This design comes from an exercise in tuning for a short achievable clock period and few clock cycles on the open sky130 flow, not from production work. Function was not checked in any run shown here: the RTL went through the layout flow alone. Power and IR drop assume default switching activity.

--- flow/config.mk ---
export PLATFORM = sky130hd
export DESIGN_NAME = pipe_cpu
export DESIGN_NICKNAME = pipe_cpu
export VERILOG_FILES = /design/flow/design.v
export SDC_FILE = /design/flow/constraint.sdc
export NUM_CORES = 4
export LEC_CHECK = 0
export CAP_MARGIN = 20
export CORE_MARGIN = 2
export CORE_UTILIZATION = 40
export SLEW_MARGIN = 20
--- flow/constraint.sdc ---
create_clock -name core_clock -period 8.0 [get_ports {clk}]
set_input_delay 1.6000 -clock core_clock [delete_from_list [all_inputs] [get_ports {clk}]]
set_output_delay 1.6000 -clock core_clock [all_outputs]
set_load 0.01 [all_outputs]
--- flow/design.v ---
package cpu_pkg;
    localparam int XLEN  = 32;
    localparam int REG_W = 5;
    typedef logic [XLEN-1:0]  word_t;
    typedef logic [REG_W-1:0] reg_id_t;
    localparam word_t RESET_PC = '0;
    localparam logic [5:0] OP_RTYPE = 6'b000000;
    localparam logic [5:0] OP_ADDI  = 6'b001000;
    localparam logic [5:0] OP_LW    = 6'b100011;
    localparam logic [5:0] OP_SW    = 6'b101011;
    localparam logic [5:0] OP_BEQ   = 6'b000100;
    localparam logic [5:0] FUNC_ADD = 6'b100000;
    localparam logic [5:0] FUNC_SUB = 6'b100010;
    localparam logic [5:0] FUNC_AND = 6'b100100;
    localparam logic [5:0] FUNC_OR  = 6'b100101;
    localparam logic [5:0] FUNC_SLT = 6'b101010;
    typedef enum logic [2:0] {
        ALU_ADD,
        ALU_SUB,
        ALU_AND,
        ALU_OR,
        ALU_SLT
    } alu_op_t;
    typedef struct packed {
        logic regwrite;
        logic memread;
        logic memwrite;
        logic memtoreg;
        logic branch;
    } ctrl_t;
    typedef struct packed {
        word_t next_pc;
        word_t instr;
    } if_id_t;
    typedef struct packed {
        ctrl_t   ctrl;
        alu_op_t alu_op;
        logic    alusrc;
        logic    regdst;
        word_t   next_pc;
        word_t   rdata_a;
        word_t   rdata_b;
        word_t   imm;
        reg_id_t rs;
        reg_id_t rt;
        reg_id_t rd;
    } id_ex_t;
    typedef struct packed {
        ctrl_t   ctrl;
        word_t   result;
        logic    zero;
        word_t   store_data;
        word_t   target;
        reg_id_t wa;
    } ex_mem_t;
endpackage
`timescale 1ns/1ps
module pipe_cpu (
    input  logic        clk,
    input  logic        rst,
    output logic [31:0] imem_addr,
    input  logic [31:0] imem_rdata,
    output logic [31:0] dmem_addr,
    output logic [31:0] dmem_wdata,
    output logic        dmem_read,
    output logic        dmem_write,
    input  logic [31:0] dmem_rdata,
    output logic [4:0]  reg_wa,
    output logic [31:0] reg_wdata,
    output logic        regwrite
);
    localparam int NBTB = 8;
    logic rst_q;
    always_ff @(posedge clk)
        rst_q <= rst;
    logic [9:0]  pc;
    logic [NBTB-1:0] btb_v;
    logic [9:0]      btb_tag [NBTB];
    logic [9:0]      btb_tgt [NBTB];
    logic [2:0]      btb_ptr;
    logic        fd_valid;
    logic [31:0] fd_instr;
    logic [9:0]  fd_pc1;
    logic        fd_pred;
    logic        de_wen;
    logic        de_memread;
    logic        de_memwrite;
    logic        de_cbr;
    logic        de_sel_add;
    logic        de_sel_sub;
    logic        de_sel_and;
    logic        de_sel_or;
    logic        de_sel_slt;
    logic [31:0] de_a;
    logic [31:0] de_b;
    logic [31:0] de_sd;
    logic [9:0]  de_target;
    logic [4:0]  de_wa;
    logic        de_fa_m;
    logic        de_fa_w;
    logic        de_fb_m;
    logic        de_fb_w;
    logic        de_fs_m;
    logic        de_fs_w;
    logic        de_fs_ld;
    logic        em_wen;
    logic        em_memread;
    logic        em_memwrite;
    logic [31:0] em_result;
    logic [31:0] em_sd;
    logic [4:0]  em_wa;
    logic        mw_wen;
    logic [4:0]  mw_wa;
    logic [31:0] mw_data;
    logic [31:0] regs [32];
    logic [NBTB-1:0] btb_hit_v;
    logic            btb_hit;
    logic [9:0]      btb_target;
    always_comb
    begin
        btb_target = '0;
        for (int i = 0; i < NBTB; i++)
        begin
            btb_hit_v[i] = btb_v[i] && btb_tag[i] == pc;
            btb_target   = btb_target | (btb_hit_v[i] ? btb_tgt[i] : 10'd0);
        end
        btb_hit = |btb_hit_v;
    end
    assign imem_addr = {20'd0, pc, 2'b00};
    logic [5:0]  op;
    logic [5:0]  funct;
    logic [4:0]  rs;
    logic [4:0]  rt;
    logic [4:0]  rd;
    logic [31:0] imm;
    logic        is_add;
    logic        is_sub;
    logic        is_and;
    logic        is_or;
    logic        is_slt;
    logic        is_alu;
    logic        is_addi;
    logic        is_lw;
    logic        is_sw;
    logic        is_beq;
    logic        is_ubr;
    logic        is_cbr;
    logic        off_nz;
    logic        uses_rs;
    logic        uses_rt;
    logic [4:0]  dest;
    logic        wen;
    logic [9:0]  d_target;
    logic        stall;
    logic        d_redirect;
    logic [9:0]  d_redirect_pc;
    logic        d_insert;
    logic [31:0] a_rf;
    logic [31:0] b_rf;
    assign op    = fd_instr[31:26];
    assign rs    = fd_instr[25:21];
    assign rt    = fd_instr[20:16];
    assign rd    = fd_instr[15:11];
    assign funct = fd_instr[5:0];
    assign imm   = {{16{fd_instr[15]}}, fd_instr[15:0]};
    assign is_add  = op == 6'h00 && funct == 6'h20;
    assign is_sub  = op == 6'h00 && funct == 6'h22;
    assign is_and  = op == 6'h00 && funct == 6'h24;
    assign is_or   = op == 6'h00 && funct == 6'h25;
    assign is_slt  = op == 6'h00 && funct == 6'h2a;
    assign is_alu  = is_add || is_sub || is_and || is_or || is_slt;
    assign is_addi = op == 6'h08;
    assign is_lw   = op == 6'h23;
    assign is_sw   = op == 6'h2b;
    assign is_beq  = op == 6'h04;
    assign off_nz  = fd_instr[9:0] != 10'd0;
    assign is_ubr  = is_beq && rs == rt;
    assign is_cbr  = is_beq && rs != rt;
    assign uses_rs = is_alu || is_addi || is_lw || is_sw || is_cbr;
    assign uses_rt = is_alu || is_cbr;
    assign dest = is_alu ? rd : rt;
    assign wen  = (is_alu || is_addi || is_lw) && dest != 5'd0;
    assign d_target = fd_pc1 + fd_instr[9:0];
    assign stall = fd_valid && de_memread && de_wen &&
                   ((uses_rs && de_wa == rs) || (uses_rt && de_wa == rt));
    always_comb
    begin
        d_redirect    = 1'b0;
        d_redirect_pc = d_target;
        d_insert      = 1'b0;
        if (fd_valid && !stall)
        begin
            if (is_ubr && off_nz)
            begin
                d_redirect = !fd_pred;
                d_insert   = !fd_pred;
            end
            else if (fd_pred)
            begin
                d_redirect    = 1'b1;
                d_redirect_pc = fd_pc1;
            end
        end
    end
    always_comb
    begin
        if (rs == 5'd0)
            a_rf = '0;
        else if (mw_wen && mw_wa == rs)
            a_rf = mw_data;
        else
            a_rf = regs[rs];
        if (rt == 5'd0)
            b_rf = '0;
        else if (mw_wen && mw_wa == rt)
            b_rf = mw_data;
        else
            b_rf = regs[rt];
    end
    logic [31:0] opa;
    logic [31:0] opb;
    logic [31:0] sum;
    logic [31:0] diff;
    logic        slt;
    logic [31:0] result;
    logic        e_taken;
    logic [31:0] sd;
    assign opa = de_fa_m ? em_result : de_fa_w ? mw_data : de_a;
    assign opb = de_fb_m ? em_result : de_fb_w ? mw_data : de_b;
    assign sum  = opa + opb;
    assign diff = opa - opb;
    assign slt  = (opa[31] != opb[31]) ? opa[31] : diff[31];
    assign result = ({32{de_sel_add}} & sum) |
                    ({32{de_sel_sub}} & diff) |
                    ({32{de_sel_and}} & (opa & opb)) |
                    ({32{de_sel_or}}  & (opa | opb)) |
                    {31'd0, de_sel_slt & slt};
    assign e_taken = de_cbr && opa == opb;
    assign sd = de_fs_ld ? dmem_rdata :
                de_fs_m  ? em_result  :
                de_fs_w  ? mw_data    : de_sd;
    always_ff @(posedge clk)
    begin
        if (rst_q)
            pc <= '0;
        else if (e_taken)
            pc <= de_target;
        else if (d_redirect)
            pc <= d_redirect_pc;
        else if (stall)
            pc <= pc;
        else if (btb_hit)
            pc <= btb_target;
        else
            pc <= pc + 10'd1;
    end
    always_ff @(posedge clk)
    begin
        if (rst_q)
        begin
            btb_v   <= '0;
            btb_ptr <= '0;
        end
        else if (d_insert && !e_taken)
        begin
            btb_v[btb_ptr]   <= 1'b1;
            btb_tag[btb_ptr] <= fd_pc1 - 10'd1;
            btb_tgt[btb_ptr] <= d_target;
            btb_ptr          <= btb_ptr + 3'd1;
        end
    end
    always_ff @(posedge clk)
    begin
        if (rst_q || e_taken || d_redirect)
            fd_valid <= 1'b0;
        else if (!stall)
            fd_valid <= 1'b1;
    end
    always_ff @(posedge clk)
    begin
        if (!stall)
        begin
            fd_instr <= imem_rdata;
            fd_pc1   <= pc + 10'd1;
            fd_pred  <= btb_hit;
        end
    end
    logic d_go;
    assign d_go = fd_valid && !stall && !e_taken;
    always_ff @(posedge clk)
    begin
        if (rst_q || !d_go)
        begin
            de_wen      <= 1'b0;
            de_memread  <= 1'b0;
            de_memwrite <= 1'b0;
            de_cbr      <= 1'b0;
        end
        else
        begin
            de_wen      <= wen;
            de_memread  <= is_lw;
            de_memwrite <= is_sw;
            de_cbr      <= is_cbr && off_nz;
        end
    end
    always_ff @(posedge clk)
    begin
        de_sel_add <= is_addi || is_lw || is_sw || is_add;
        de_sel_sub <= is_sub;
        de_sel_and <= is_and;
        de_sel_or  <= is_or;
        de_sel_slt <= is_slt;
        de_a       <= a_rf;
        de_b       <= (is_addi || is_lw || is_sw) ? imm : b_rf;
        de_sd      <= b_rf;
        de_target  <= d_target;
        de_wa      <= dest;
        de_fa_m    <= de_wen && de_wa == rs;
        de_fa_w    <= em_wen && em_wa == rs;
        de_fb_m    <= !(is_addi || is_lw || is_sw) && de_wen && de_wa == rt;
        de_fb_w    <= !(is_addi || is_lw || is_sw) && em_wen && em_wa == rt;
        de_fs_ld   <= de_wen && de_memread && de_wa == rt;
        de_fs_m    <= de_wen && !de_memread && de_wa == rt;
        de_fs_w    <= em_wen && em_wa == rt;
    end
    always_ff @(posedge clk)
    begin
        if (rst || rst_q)
        begin
            em_wen      <= 1'b0;
            em_memread  <= 1'b0;
            em_memwrite <= 1'b0;
        end
        else
        begin
            em_wen      <= de_wen;
            em_memread  <= de_memread;
            em_memwrite <= de_memwrite;
        end
    end
    always_ff @(posedge clk)
    begin
        em_result <= result;
        em_sd     <= sd;
        em_wa     <= de_wa;
    end
    assign dmem_addr  = em_result;
    assign dmem_wdata = em_sd;
    assign dmem_read  = em_memread;
    assign dmem_write = em_memwrite;
    always_ff @(posedge clk)
    begin
        if (rst || rst_q)
            mw_wen <= 1'b0;
        else
            mw_wen <= em_wen;
    end
    always_ff @(posedge clk)
    begin
        mw_wa   <= em_wa;
        mw_data <= em_memread ? dmem_rdata : em_result;
    end
    assign reg_wa    = mw_wa;
    assign reg_wdata = mw_data;
    assign regwrite  = mw_wen;
    always_ff @(posedge clk)
    begin
        if (rst_q)
        begin
            for (int i = 0; i < 32; i++)
                regs[i] <= '0;
        end
        else if (mw_wen)
        begin
            regs[mw_wa] <= mw_data;
        end
    end
endmodule
--- flow/run.sh ---
#!/bin/bash
# synth_recipe.tcl (not shown) runs the flow's synth.tcl, then flattens the netlist and writes it again
# the make line also repeats each setting of config.mk as NAME=value (left out here)
make -C /OpenROAD-flow-scripts/flow DESIGN_CONFIG=/design/flow/config.mk WORK_HOME=/design/flow/orfs CLKGATE_MAP_FILE= SYNTH_SCRIPT=/design/flow/synth_recipe.tcl finish
==> summary.txt, run 1 <==
Clock tree
  – Clock tree buffer depth: 3
  – Post-CTS Setup Bufs: 0
  – Post-CTS resize count: 0
  – CTS root buf: clkbuf_16
  – CTS hold repair buffers: 0
  – Num Clock Sinks: roughly 1.5k
  – Num CTS Buffers: 162
  – CTS tree: built
  – Worst-Skew Late Latency: 0.81 ns
  – H-tree levels: 4
  – Worst-path clk slew: 0.07 ns

Power
  – Pwr Total: around 20 mW
  – Sequential cell fraction of total power: 45.9%
  – Switching part of the total: 28.53%
  – Clock share of power: between 30% and 40%
  – Gate power share: 16.7%
  – Leak: 31.65 nW
  – Worst IR drop on VDD: 0.2104 mV
  – Power density over cell area: 225.9 mW/mm2
  – Cell-internal power: 14.39 mW
  – Net switching power: between 5 and 6 mW

Synthesis
  – Seq cells post-synth: 1,497
  – Synthesized area: between 0.07 and 0.08 mm2
  – Synth unique cells: 85
  – Post-synth EDFFs: 1,227
  – Post-synth ARST share: 0%
  – Ys flop type: edfxtp_1
  – Mapped Cells: 5,750
  – Syn avg cell area: 13.72 um2
  – Sequential area share after synthesis: 53.56%
  – Yosys warns: 1

GRT
  – Vias in the first global route: 50.77k
  – GRT overflow: 0
  – Number of antenna violations at the first check in global routing: 17
  – Total track usage: 25.49%
  – First-pass GRT wire length: 367.1 mm
  – Largest net degree at the start of global routing: around 110

Finish
  – Most common cell after layout, fill and taps aside: edfxtp_1
  – Largest reg by FF count: regs
  – Design area: between 0.08 and 0.09 mm2
  – Largest register FFs: about 1.0k
  – Utilization after layout: 45.62%
  – Most frequent cells in the layout: edfxtp_1 (1,227), and2_1 (1,029), mux4_2 (640), nand2_1 (272), dfxtp_1 (246)
  – Biggest regs: regs (1024), btb_tag (80), btb_tgt (80)
  – Area Overhead vs Synth: 13.02%
  – Nets@finish: 5,894
  – Layout cells sized above 1: 21.02%
  – Filler cell count: between 15k and 20k
  – Post-Layout Cell Count: 8,484

STA
  – Hold slack: just under 0.4 ns
  – Worst-margin pin slew: approximately 1.2 ns
  – Min setup slack post-route: 2.697 ns
  – Final min period: 5.303 ns
  – Clock Skew: 0.04184 ns
  – Setup_tns: 0 ns
  – Final period utilization: 66.29%
  – Max Freq: between 150 and 200 MHz
  – Final setup viols: 0
  – RSZ-0062 raised after global routing: false
  – Final Hold Fails: 0
  – Fin. max-slew vios: 0
  – Relative slew slack: 22.77%

Route
  – DR top layer: met4
  – Vias after detailed routing: between 50k and 60k
  – Detail Route Antenna Nets: 0
  – Routed WL: roughly 260 mm
  – WL met1: ~100 mm
  – WL per Instance: between 30 and 40 um
  – Metal3 WL: around 21 mm
  – Starting DRT DRC Count: 6,257
  – DR WL met2: about 120 mm
  – Drt drc: 0
  – First-pass detailed-route iteration total: 6
  – Via density: 5.987

Die
  – Top Ports: 202
  – Rows: 162
  – Die outline width: 448.1 um
  – Die Y: about 450 um
  – Core Area: 0.1954 mm2
  – DIE AREA: 0.2008 mm2
  – Initial Util: 40.37%

Min path
  – Hold depth: 0
  – Worst hold path endpoint: mw_wa[1]
  – Hold WC Path Type: reg -> reg
  – Hold Startpoint: em_wa[1]

Critical path
  – Worst-case reg-to-reg path depth: 16
  – Crit Path Category: reg -> reg
  – Worst-path fanout max: 21
  – Crit path launch type: register
  – Worst reg2reg setup slack: 2.70 ns
  – Worst path arrival time: 6.01 ns
  – Reg2reg end: em_result[31]
  – R2R Path Start: de_fa_w
  – Critical Path Sink Type: register
  – Critical Path RT: 8.70 ns

Place
  – DP HPWL: 157.9 mm
  – Placed cells: 8,173
  – Input/output buffers: 179
  – Final RePlAce weighted congestion: about 0.94
  – Pre-CTS WS: about 3.0 ns
  – Area after DPL: 0.08379 mm2

Job
  – Max cap viols: 0

Status
  – Status: timing/DRC/antenna clean
## critical path, cell delays in order, from the launching register on
cell and delay (ns):
dfxtp_2 0.65, buf_4 0.50, mux2i_1 0.25, o21a_1 0.21, inv_1 0.12, ha_1 0.20, o21bai_1 0.20, a41oi_1 0.35
a21oi_1 0.20, o41ai_1 0.83, a21o_1 0.31, nor3b_1 0.26, nor2_1 0.09, a211o_1 0.32, fa_1 0.48, a21oi_1 0.14
nand3_1 0.09
## per-layer routing
metal,up-vias,GRT usage [%]
li1,21570,-
met1,26280,33.91
met2,2455,41.16
met3,492,4.441
met4,0,10.93
met5,-,0
## worst max path at each step
stage	startpoint	end	cells past startpoint
floorplan	de_fb_w	btb_tag[1][0]	13
global placement	mw_data[1]	em_result[31]	14
detailed placement	de_fa_w	em_result[31]	15
CTS	de_fa_w	em_result[31]	15
global route	de_fb_w	em_result[31]	15
finish	de_fa_w	em_result[31]	16
## Yosys cell counts (9+ instances only)
master / instances / share of area (%)
clkbuf_1: 411 / 2.0
a31oi_1: 10 / 0.079
nand2b_1: 10 / 0.079
and3_1: 17 / 0.13
and2_1: 1029 / 8.2
or3_1: 13 / 0.10
o21a_1: 74 / 0.70
a211oi_1: 53 / 0.50
inv_1: 127 / 0.60
mux2i_1: 170 / 2.2
nor2_1: 237 / 1.1
o21ai_0: 142 / 0.90
a221oi_1: 26 / 0.29
dfxtp_1: 270 / 6.9
o221a_2: 11 / 0.16
nand3_1: 44 / 0.28
a22oi_1: 18 / 0.17
nor4_1: 37 / 0.29
buf_4: 28 / 0.27
xnor2_1: 98 / 1.1
nor3_1: 41 / 0.26
a21o_1: 24 / 0.23
nor2b_1: 12 / 0.095
nor3b_1: 11 / 0.10
ha_1: 111 / 1.8
buf_2: 65 / 0.41
o221ai_1: 18 / 0.20
nand2_1: 274 / 1.3
buf_1: 52 / 0.25
o22ai_1: 17 / 0.13
o21bai_1: 10 / 0.095
mux4_2: 640 / 18
nand4_1: 35 / 0.28
edfxtp_1: 1227 / 47
o211ai_1: 18 / 0.17
a21oi_1: 98 / 0.62
or4_1: 9 / 0.086
nand3b_1: 10 / 0.095
o31ai_1: 42 / 0.40
xor2_1: 47 / 0.52
mux2_2: 40 / 0.57
## cells by family after synthesis
| logic type | share of synthesized area [%] |
|---|---|
| xor gates and xnor gates | 1.610 |
| DFF | 53.56 |
| other | 0.004754 |
| buffers and inverters | 3.567 |
| and+or+nand+nor | 12.84 |
| muxes | 21.00 |
| AOI/OAI and AO/OA | 5.549 |
| adders and majority gates | 1.862 |
## area by class of cell
cell class	count	area [um2]	share of cell area [%]
repair buffers	339	3133	3.514
multi-input cells	3584	34620	38.83
flip-flops and latches	1497	42300	47.45
clock buffers	213	4482	5.028
inverters	129	485.5	0.5446
diodes	8	20.02	0.02246
well taps	2624	3283	3.683
clock inverters	90	824.5	0.9249
## power groups by stage
stage | Combinational (mW) | Clock [mW] | Sequential [mW]
2_1_floorplan | 2.04 | 0 | 9.22
3_3_place_gp | 3.32 | 0 | 9.37
3_5_place_dp | 3.33 | 0 | 9.39
4_1_cts | 3.34 | 7.62 | 9.23
5_1_grt | 3.54 | 7.93 | 9.28
6_report | 3.36 | 7.54 | 9.24
==> inputs of run 2 (changes only) <==
--- a/flow/design.v
+++ b/flow/design.v
@@ -70,17 +70,11 @@
     output logic        regwrite
 );
-    localparam int NBTB = 8;
     logic rst_q;
     always_ff @(posedge clk)
         rst_q <= rst;
     logic [9:0]  pc;
-    logic [NBTB-1:0] btb_v;
-    logic [9:0]      btb_tag [NBTB];
-    logic [9:0]      btb_tgt [NBTB];
-    logic [2:0]      btb_ptr;
     logic        fd_valid;
     logic [31:0] fd_instr;
     logic [9:0]  fd_pc1;
-    logic        fd_pred;
     logic        de_wen;
     logic        de_memread;
@@ -114,17 +108,9 @@
     logic [31:0] mw_data;
     logic [31:0] regs [32];
-    logic [NBTB-1:0] btb_hit_v;
-    logic            btb_hit;
-    logic [9:0]      btb_target;
-    always_comb
-    begin
-        btb_target = '0;
-        for (int i = 0; i < NBTB; i++)
-        begin
-            btb_hit_v[i] = btb_v[i] && btb_tag[i] == pc;
-            btb_target   = btb_target | (btb_hit_v[i] ? btb_tgt[i] : 10'd0);
-        end
-        btb_hit = |btb_hit_v;
-    end
+    logic       f_ubr;
+    logic [9:0] f_target;
+    assign f_ubr    = imem_rdata[31:26] == 6'h04 && imem_rdata[25:21] == imem_rdata[20:16] &&
+                      imem_rdata[9:0] != 10'd0;
+    assign f_target = pc + 10'd1 + imem_rdata[9:0];
     assign imem_addr = {20'd0, pc, 2'b00};
     logic [5:0]  op;
@@ -153,7 +139,4 @@
     logic [9:0]  d_target;
     logic        stall;
-    logic        d_redirect;
-    logic [9:0]  d_redirect_pc;
-    logic        d_insert;
     logic [31:0] a_rf;
     logic [31:0] b_rf;
@@ -186,23 +169,4 @@
     always_comb
     begin
-        d_redirect    = 1'b0;
-        d_redirect_pc = d_target;
-        d_insert      = 1'b0;
-        if (fd_valid && !stall)
-        begin
-            if (is_ubr && off_nz)
-            begin
-                d_redirect = !fd_pred;
-                d_insert   = !fd_pred;
-            end
-            else if (fd_pred)
-            begin
-                d_redirect    = 1'b1;
-                d_redirect_pc = fd_pc1;
-            end
-        end
-    end
-    always_comb
-    begin
         if (rs == 5'd0)
             a_rf = '0;
@@ -246,10 +210,8 @@
         else if (e_taken)
             pc <= de_target;
-        else if (d_redirect)
-            pc <= d_redirect_pc;
         else if (stall)
             pc <= pc;
-        else if (btb_hit)
-            pc <= btb_target;
+        else if (f_ubr)
+            pc <= f_target;
         else
             pc <= pc + 10'd1;
@@ -257,20 +219,5 @@
     always_ff @(posedge clk)
     begin
-        if (rst_q)
-        begin
-            btb_v   <= '0;
-            btb_ptr <= '0;
-        end
-        else if (d_insert && !e_taken)
-        begin
-            btb_v[btb_ptr]   <= 1'b1;
-            btb_tag[btb_ptr] <= fd_pc1 - 10'd1;
-            btb_tgt[btb_ptr] <= d_target;
-            btb_ptr          <= btb_ptr + 3'd1;
-        end
-    end
-    always_ff @(posedge clk)
-    begin
-        if (rst_q || e_taken || d_redirect)
+        if (rst_q || e_taken)
             fd_valid <= 1'b0;
         else if (!stall)
@@ -283,5 +230,4 @@
             fd_instr <= imem_rdata;
             fd_pc1   <= pc + 10'd1;
-            fd_pred  <= btb_hit;
         end
     end
--- a/flow/config.mk
+++ b/flow/config.mk
@@ -6,6 +6,8 @@
 export NUM_CORES = 4
 export LEC_CHECK = 0
+export ABC_CLOCK_PERIOD_IN_PS = 2500
 export CAP_MARGIN = 20
 export CORE_MARGIN = 2
 export CORE_UTILIZATION = 40
+export SETUP_SLACK_MARGIN = 5
 export SLEW_MARGIN = 20
==> run 2 against run 1 <==
Fmax grew 39%; sequential power fell by 12%; clock-buffer cell count down 18; die area decreased by 9.3%; power is 2.7% lower; first-iteration DRC count decreased by 0.37%; synthesized cell count shrank 9.5%; sequential share of layout area is 4.1 points lower; combinational power is 35% higher; clock skew is 0.0051 ns higher; synthesized area shrank 9.3%; worst setup slack improved by 1.5 ns; largest cell class unchanged; largest power group unchanged.
==> summary.txt, run 2 <==
Die
  – Die Y: 426.8 um (-4.7%)
  – Die outline width: 426.8 um (-4.7%)
  – Rows: 155 (-4.3%)
  – Initial Util: 40.17% (-0.20 points)
  – Core Area: 0.1780 mm2 (-8.9%)
  – DIE AREA: 0.1822 mm2 (-9.3%)
  – Top Ports: 202 (unchanged)

GRT
  – Number of antenna violations at the first check in global routing: 20 (+3)
  – Vias in the first global route: 48.46k (-4.5%)
  – Total track usage: 28.61% (+3.1 points)
  – GRT overflow: 0 (unchanged)
  – Largest net degree at the start of global routing: 65 (-40%)
  – First-pass GRT wire length: 366.5 mm (-0.17%)

STA
  – Setup_tns: 0 ns (unchanged)
  – RSZ-0062 raised after global routing: true
  – Max Freq: 261.7 MHz (+39%)
  – Final period utilization: 47.77% (-19 points)
  – Clock Skew: 0.04694 ns (+0.005097 ns)
  – Worst-margin pin slew: 1.287 ns (+0.1315 ns)
  – Fin. max-slew vios: 0 (unchanged)
  – Final min period: 3.821 ns (-1.482 ns)
  – Relative slew slack: 14.19% (-8.6 points)
  – Hold slack: 0.3816 ns (-0.01156 ns)
  – Final Hold Fails: 0 (unchanged)
  – Final setup viols: 0 (unchanged)

Clock tree
  – Worst-Skew Late Latency: 0.84 ns (+0.03 ns)
  – Worst-path clk slew: 0.06 ns (about the same)
  – Num CTS Buffers: 145 (-10%)
  – Num Clock Sinks: 1,325 (-11%)
  – CTS root buf: clkbuf_16
  – CTS tree: built
  – CTS hold repair buffers: 0 (unchanged)
  – H-tree levels: 4 (unchanged)
  – Clock tree buffer depth: 3 (unchanged)

Finish
  – Most common cell after layout, fill and taps aside: edfxtp_1
  – Design area: 0.08650 mm2 (-3.0%)
  – Largest register FFs: 1,024 (unchanged)
  – Area Overhead vs Synth: 20.97%
  – FF+latch area: 0.03753 mm2 (-11%)
  – Most frequent cells in the layout: edfxtp_1 (1,066), and2_1 (1,029), mux4_2 (640), buf_4 (220), nand2_1 (215)
  – Multi-input gate area: 0.03324 mm2 (-4.0%)
  – Layout cells sized above 1: 32.00% (+11 points)
  – Nets@finish: 5,653 (-4.1%)
  – Filler cell count: 15.09k (-13%)
  – Largest reg by FF count: regs

Synthesis
  – Seq cells post-synth: 1,325 (-11%)
  – Post-synth EDFFs: 1,066 (-13%)
  – Syn avg cell area: 13.74 um2 (+0.19%)
  – Main area contributors after synthesis: edfxtp_1 (45%), mux4_2 (20%), and2_1 (9.0%)
  – Post-synth top cells: edfxtp_1 (1,066), and2_1 (1,029), mux4_2 (640)
  – Ys flop type: edfxtp_1
  – Post-synth ARST share: 0% (unchanged)
  – Sequential area share after synthesis: 52.01% (-1.6 points)
  – Yosys warns: 1 (unchanged)
  – Mapped Cells: 5,203 (-9.5%)
  – Area leader, netlist: edfxtp_1
  – Synth unique cells: 89 (+4.7%)
  – Top cell type's share of synthesized area: 44.76% (-1.9 points)
  – Top-count cell post-synth: edfxtp_1
  – Synthesized area: 0.07151 mm2 (-9.3%)

Route
  – Routed WL: 264.3 mm (+2.4%)
  – WL per Instance: 33.28 um (+9.4%)
  – Drt drc: 0 (unchanged)
  – Vias after detailed routing: 48.81k (-3.9%)
  – First-pass detailed-route iteration total: 5 (-1)
  – Starting DRT DRC Count: 6,234 (-0.37%)
  – Detail Route Antenna Nets: 0 (unchanged)
  – Via density: 6.146 (+2.7%)

Power
  – Leak: 31.89 nW (+0.76%)
  – Worst IR drop on VDD: 0.1950 mV (-7.3%)
  – Power density over cell area: 226.5 mW/mm2 (+0.25%)
  – Pwr Total: 19.59 mW (-2.7%)

Place
  – Area after DPL: 0.07574 mm2 (-9.6%)
  – DP HPWL: 139.6 mm (-12%)
  – Input/output buffers: 179 (unchanged)
  – Final RePlAce weighted congestion: 0.9063 (-3.9%)

Critical path
  – Crit Path Category: reg -> reg
  – Crit path launch type: register
  – Worst-case reg-to-reg path depth: 18 (+2)
  – Worst-path fanout max: 6 (-71%)
  – Worst path arrival time: 4.49 ns (-1.52 ns)
  – Critical Path RT: 8.67 ns (-0.03 ns)
  – Critical Path Sink Type: register

Job
  – Max cap viols: 0 (unchanged)

Min path
  – Hold WC Path Type: reg -> reg
  – Hold depth: 0 (unchanged)

Status
  – Status: timing/DRC/antenna clean
[run 2: metrics by stage]
stage	worst slack (ns)	instances	util (%)
after global placement	3.217	7366	42.54
after floorplan	4.263	5224	-
after detailed placement	3.269	7366	42.54
final	4.179	7942	48.59
after CTS	4.136	7878	47.93
after global routing	4.013	7941	48.59
[run 2: path summary, 6_finish.rpt]
path,end,start,slack (ns)
min reg2reg,mw_wa[0],em_wa[0],0.38
min,mw_wa[0],em_wa[0],0.38
max,em_result[31],de_fa_w,4.18
max reg2reg,em_result[31],de_fa_w,4.18
[run 2: kinds of logic (layout without fill, tap and decap cells)]
kind of cell,Yosys count,in the layout,synth area share [%]
AND/OR/NAND/NOR,1646,1650,12.80
flip-flops,1325,1325,52.01
multiplexers,855,855,23.25
buffers and inverters,645,1002,3.648
AO/OA/AOI/OAI,536,536,5.202
adder cells (fa/ha/maj),122,122,2.187
XOR/XNOR,73,73,0.8941
other,1,24,0.005244
[run 2: report_power, final]
group          leakage, nW  internal, mW  switching, mW
logic                 16.4          2.00           2.54
clock network         2.31          3.89           3.01
registers             13.2          7.85          0.308
total                 31.9          13.7           5.85
[run 2: cell type report]
| type | instances | area share (%) |
|---|---|---|
| Multi-Input combinational cell | 3258 | 38.42 |
| Antenna cell | 2 | 0.005786 |
| Clock inverter | 72 | 0.9662 |
| Sequential cell | 1325 | 43.38 |
| Timing Repair Buffer | 616 | 8.749 |
| Inverter | 119 | 0.5164 |
| Clock buffer | 195 | 4.555 |
| Tap cell | 2355 | 3.406 |
[run 2: what timing repair did]
action	4_1_cts	5_1_grt
endpoints found under the setup margin	1121	572
gates resized for setup	989	110
setup buffers	196	51
gates cloned	49	11
pin swaps	46	37
endpoints found under the hold margin	0	0
[run 2: per-layer routing]
metal	up-vias	part of all wire, %	global-route usage [%]	routed length [um]
li1	19990	-	-	-
met1	25220	38	37.51	99290
met2	3036	47	46.16	124300
met3	561	11	6.375	29260
met4	6	4.4	11.37	11500
met5	-	0.015	0	40
[run 2: critical path, stage by stage, from the launching register on]
cell	delay, ns
dfxtp_4	0.43
buf_6	0.13
mux2i_2	0.24
o21a_1	0.23
inv_1	0.08
ha_2	0.18
nor2b_2	0.18
nor4_4	0.18
a211oi_2	0.10
buf_4	0.17
a211oi_4	0.37
o31ai_4	0.13
a311oi_2	0.30
nor2_1	0.08
nor2_1	0.11
o21bai_1	0.10
fa_2	0.46
a21oi_2	0.12
o21ai_1	0.07

separate check: timing with driven ports:
No port has a modelled driver above. Below, the same layouts with a new extraction and two added sets of constraints. Step 1 (the two cells are an assumption about what drives the block):
set clk [get_ports {clk}]
set_driving_cell -lib_cell sky130_fd_sc_hd__clkbuf_16 $clk
set_driving_cell -lib_cell sky130_fd_sc_hd__buf_2 [delete_from_list [all_inputs] $clk]
Step 2 adds t to the input delays and takes it off the output delays; t is the mean of the earliest and latest rising clock arrival at the registers after step 1. Input paths then give back, and output paths get back, about the clock's delay inside the block. Slacks: ideal ports / drivers / drivers and shift; pairs: ideal ports / drivers.
| run | t, ns | setup WS [ns] | worst setup path after step 2 | worst data-port slew with drivers (ns) |
|---|---|---|---|---|
| run 1 | 0.880 | 2.697 / 2.697 / 2.697 | register to register | 0.10 |
| run 2 | 0.898 | 4.179 / 4.179 / 3.900 | input to register | 0.11 |
After both steps every run listed still meets setup and hold. For run 2, which loses most, drivers alone change the setup slack by 0.000 ns; drivers and shift together by -0.279 ns.
